This is an optimization exercise on Yosys and OpenROAD, whose aim is small area, not a production implementation.
The RTL was checked by simulation tests, not by an equivalence proof against the original design.
The clock port is modelled as an ideal driver; clocking choices that lean on that would not hold on a real chip.
No activity file was given, so power comes from the tool's default toggle rates.

==> flow/design.v (excerpt) <==
module imu_pose_gesture_recognizer_top (
    input  logic                             clk,
    input  logic                             rst_n,
    input  logic                             in_valid,
    output logic                             in_ready,
    input  logic signed [15:0]               accel_x,
    input  logic signed [15:0]               accel_y,
    input  logic signed [15:0]               accel_z,
    input  logic signed [15:0]               gyro_x,
    input  logic signed [15:0]               gyro_y,
    input  logic signed [15:0]               gyro_z,
    input  logic [31:0]                      now_ms,
    output logic                             out_valid,
    input  logic                             out_ready,
    output logic [1:0]                       gesture_code,
    output logic [1:0]                       phase_after,
    input  logic                             psel,
    input  logic                             penable,
    input  logic                             pwrite,
    input  logic [4:0]                       paddr,
    input  logic [31:0]                      pwdata,
    output logic [31:0]                      prdata,
    output logic                             pready
);
Size in the first run: ~1100 cells after synthesis, about 200 flip-flops, roughly 210 I/O pins.
==> flow/config.mk <==
export PLATFORM = sky130hd
export DESIGN_NAME = imu_pose_gesture_recognizer_top
export DESIGN_NICKNAME = imu_pose_gesture_recognizer_top
export VERILOG_FILES = /design/flow/design.v
export SDC_FILE = /design/flow/constraint.sdc
export NUM_CORES = 4
export LEC_CHECK = 0
export CAP_MARGIN = 20
export CORE_MARGIN = 2
export CORE_UTILIZATION = 72
export SLEW_MARGIN = 20
==> flow/constraint.sdc <==
create_clock -name core_clock -period 10.0 [get_ports {clk}]
set_input_delay 2.0000 -clock core_clock [delete_from_list [all_inputs] [get_ports {clk}]]
set_output_delay 2.0000 -clock core_clock [all_outputs]
set_load 0.01 [all_outputs]
standard.sh (not shown) runs the stock make flow with config.mk's settings and CLKGATE_MAP_FILE= SYNTH_SCRIPT=/design/flow/synth_recipe.tcl, a recipe that flattens the netlist after the stock synthesis.
==> flow/flow/run.sh <==
#!/bin/bash
# Layout: the standard flow (standard.sh), with changes that only shrink
# overhead cells: the port buffers are the smallest buffer, and CTS builds
# the clock tree from small clock buffers and adds no dummy loads.
# Synthesis, floorplan, power grid, tap cells, placement and routing are the
# standard ones.
set -euo pipefail
cd "$(dirname "$0")/.."
bash standard.sh \
    "BUFFER_PORTS_ARGS=-buffer_cell sky130_fd_sc_hd__buf_1" \
    "CTS_ARGS=-sink_clustering_enable -repair_clock_nets -dont_use_dummy_load -buf_list {sky130_fd_sc_hd__clkbuf_8} -root_buf sky130_fd_sc_hd__clkbuf_8" \
    finish > make_finish.log 2>&1
The starting point completed without violations.
Edit:
==> flow/flow/run.sh (replaced) <==
#!/bin/bash
# Layout: the standard flow (standard.sh), with changes that only shrink
# overhead cells: the port buffers are the smallest buffer, CTS builds the
# clock tree from clkbuf_8 and adds no dummy loads, and the constant outputs
# share one tie cell per value instead of one tie cell each.
# Synthesis, floorplan, power grid, tap cells, placement and routing are the
# standard ones. Each ORFS step logs to orfs/logs/; make's own output goes
# to make_finish.log.
set -euo pipefail
cd "$(dirname "$0")/.."
bash standard.sh \
    "BUFFER_PORTS_ARGS=-buffer_cell sky130_fd_sc_hd__buf_1" \
    "CTS_ARGS=-sink_clustering_enable -repair_clock_nets -dont_use_dummy_load -buf_list {sky130_fd_sc_hd__clkbuf_8} -root_buf sky130_fd_sc_hd__clkbuf_8" \
    "SKIP_REPAIR_TIE_FANOUT=1" \
    finish > make_finish.log 2>&1
CORE_UTILIZATION = 65   (was 72)
Synthesized area does not change.
Routed wire length went down by about 2%.
Sequential power hardly moves.
Combinational power falls by about 3%.
Final area barely changes.
Non-clock buffer count stays the same.
Edit:
==> flow/flow/run.sh (replaced) <==
#!/bin/bash
# Layout: the standard flow (standard.sh), with changes that only shrink
# overhead cells: the port buffers are the smallest buffer, and CTS builds
# the clock tree from small clock buffers and adds no dummy loads.
# Synthesis, floorplan, power grid, tap cells, placement and routing are the
# standard ones.
set -euo pipefail
cd "$(dirname "$0")/.."
bash standard.sh \
    "BUFFER_PORTS_ARGS=-buffer_cell sky130_fd_sc_hd__buf_1" \
    "CTS_ARGS=-sink_clustering_enable -repair_clock_nets -dont_use_dummy_load -buf_list {sky130_fd_sc_hd__clkbuf_8} -root_buf sky130_fd_sc_hd__clkbuf_8" \
    finish > make_finish.log 2>&1
CAP_MARGIN = 0   (was 20)
SLEW_MARGIN = 0   (was 20)
Outcome: The new run completed without violations; design area hardly moves; sequential cell count stays the same; total power came out lower slightly.
Edit:
CAP_MARGIN = 20   (was 0)
SLEW_MARGIN = 20   (was 0)
Cell area does not change.
Total power does not change.
Core utilization is unchanged.
Wire length stays the same.
Global-route usage is unchanged.
Register-to-register slack is about the same.
Setup slack stays the same.
Sequential share of layout area does not change.
Critical path depth does not change.

## the previous run
Starting RTL as in the previous note.
clock: 10.0 ns
lec_check: 0
cap_margin: 20
core_margin: 2
core_utilization: 65
slew_margin: 20
==> flow/flow/run.sh <==
#!/bin/bash
# Layout: the standard flow (standard.sh), with changes that only shrink
# overhead cells: the port buffers are the smallest buffer, and the clock
# tree is a balanced two-level tree of a few large clock buffers built by
# flow/clock_tree.tcl before CTS (CTS skips its nets and adds no buffers).
# Synthesis, floorplan, power grid, tap cells, placement and routing are the
# standard ones. Each ORFS step logs to orfs/logs/; make's own output goes
# to make_finish.log.
set -euo pipefail
cd "$(dirname "$0")/.."
export FLOW_CLK_LEAVES=7
bash standard.sh \
    "BUFFER_PORTS_ARGS=-buffer_cell sky130_fd_sc_hd__buf_1" \
    "PRE_CTS_TCL=$PWD/flow/clock_tree.tcl" \
    "CTS_ARGS=-sink_clustering_enable -repair_clock_nets -dont_use_dummy_load" \
    finish > make_finish.log 2>&1
Other scripts of this flow, unchanged in this note and not shown: flow/flow/clock_tree.tcl
The previous run: PASS, flow complete, no timing, DRC or antenna violations
Input-level comparison between the current run and the previous run:
diff --git a/flow/flow/run.sh b/flow/flow/run.sh
--- a/flow/flow/run.sh
+++ b/flow/flow/run.sh
@@ -4,3 +4,4 @@
 # tree is a balanced two-level tree of a few large clock buffers built by
-# flow/clock_tree.tcl before CTS (CTS skips its nets and adds no buffers).
+# flow/clock_tree.tcl before CTS (CTS skips its nets and adds no buffers),
+# and the constant outputs share one tie cell per value instead of one each.
 # Synthesis, floorplan, power grid, tap cells, placement and routing are the
@@ -15,2 +16,3 @@
     "CTS_ARGS=-sink_clustering_enable -repair_clock_nets -dont_use_dummy_load" \
+    "SKIP_REPAIR_TIE_FANOUT=1" \
     finish > make_finish.log 2>&1
[summary]
- On sequential group power, the previous run and the current run are basically level.
- On sequential share of cell area, the previous run tracks the current run almost exactly.
- Number of nets in the layout was lower in the current run than in the previous run.
- The current run vs the previous run — final cell count dropped 0.81%.

## port drivers added, routing unchanged
How much do the figures lean on ideal ports? The routed layouts below were timed once more, with nothing changed but the port constraints. Step 1, drivers: a clkbuf_16 drives clk and a buf_2 each remaining input, both assumed. Step 2 times the ports against the registers' clock, not the clock port: input delays grow and output delays shrink by t, the midpoint of the rising clock arrivals with the driver on. Slacks: no drivers / after step 1 / after step 2; pairs: no drivers / after step 1.
run | t (ns) | slack for setup (ns) | slew at the worst register clock pin (ns) | worst data-port slew with drivers (ns) | pins driven straight from the clock port
the first run of note 1 | 0.502 | 1.057 / 1.070 / 0.567 | 0.10 / 0.10 | 0.06 | 1
the second run of note 1 | 0.493 | 0.984 / 0.996 / 0.503 | 0.11 / 0.11 | 0.07 | 1
the third run of note 1 | 0.487 | 1.045 / 1.057 / 0.569 | 0.10 / 0.10 | 0.06 | 1
the fourth run of note 1 | 0.487 | 1.045 / 1.057 / 0.569 | 0.10 / 0.10 | 0.06 | 1
the previous run | 0.558 | 1.120 / 1.129 / 0.571 | 0.11 / 0.11 | 0.06 | 1
the current run | 0.560 | 1.040 / 1.051 / 0.491 | 0.12 / 0.12 | 0.07 | 1
After both steps every run listed still meets setup and hold.
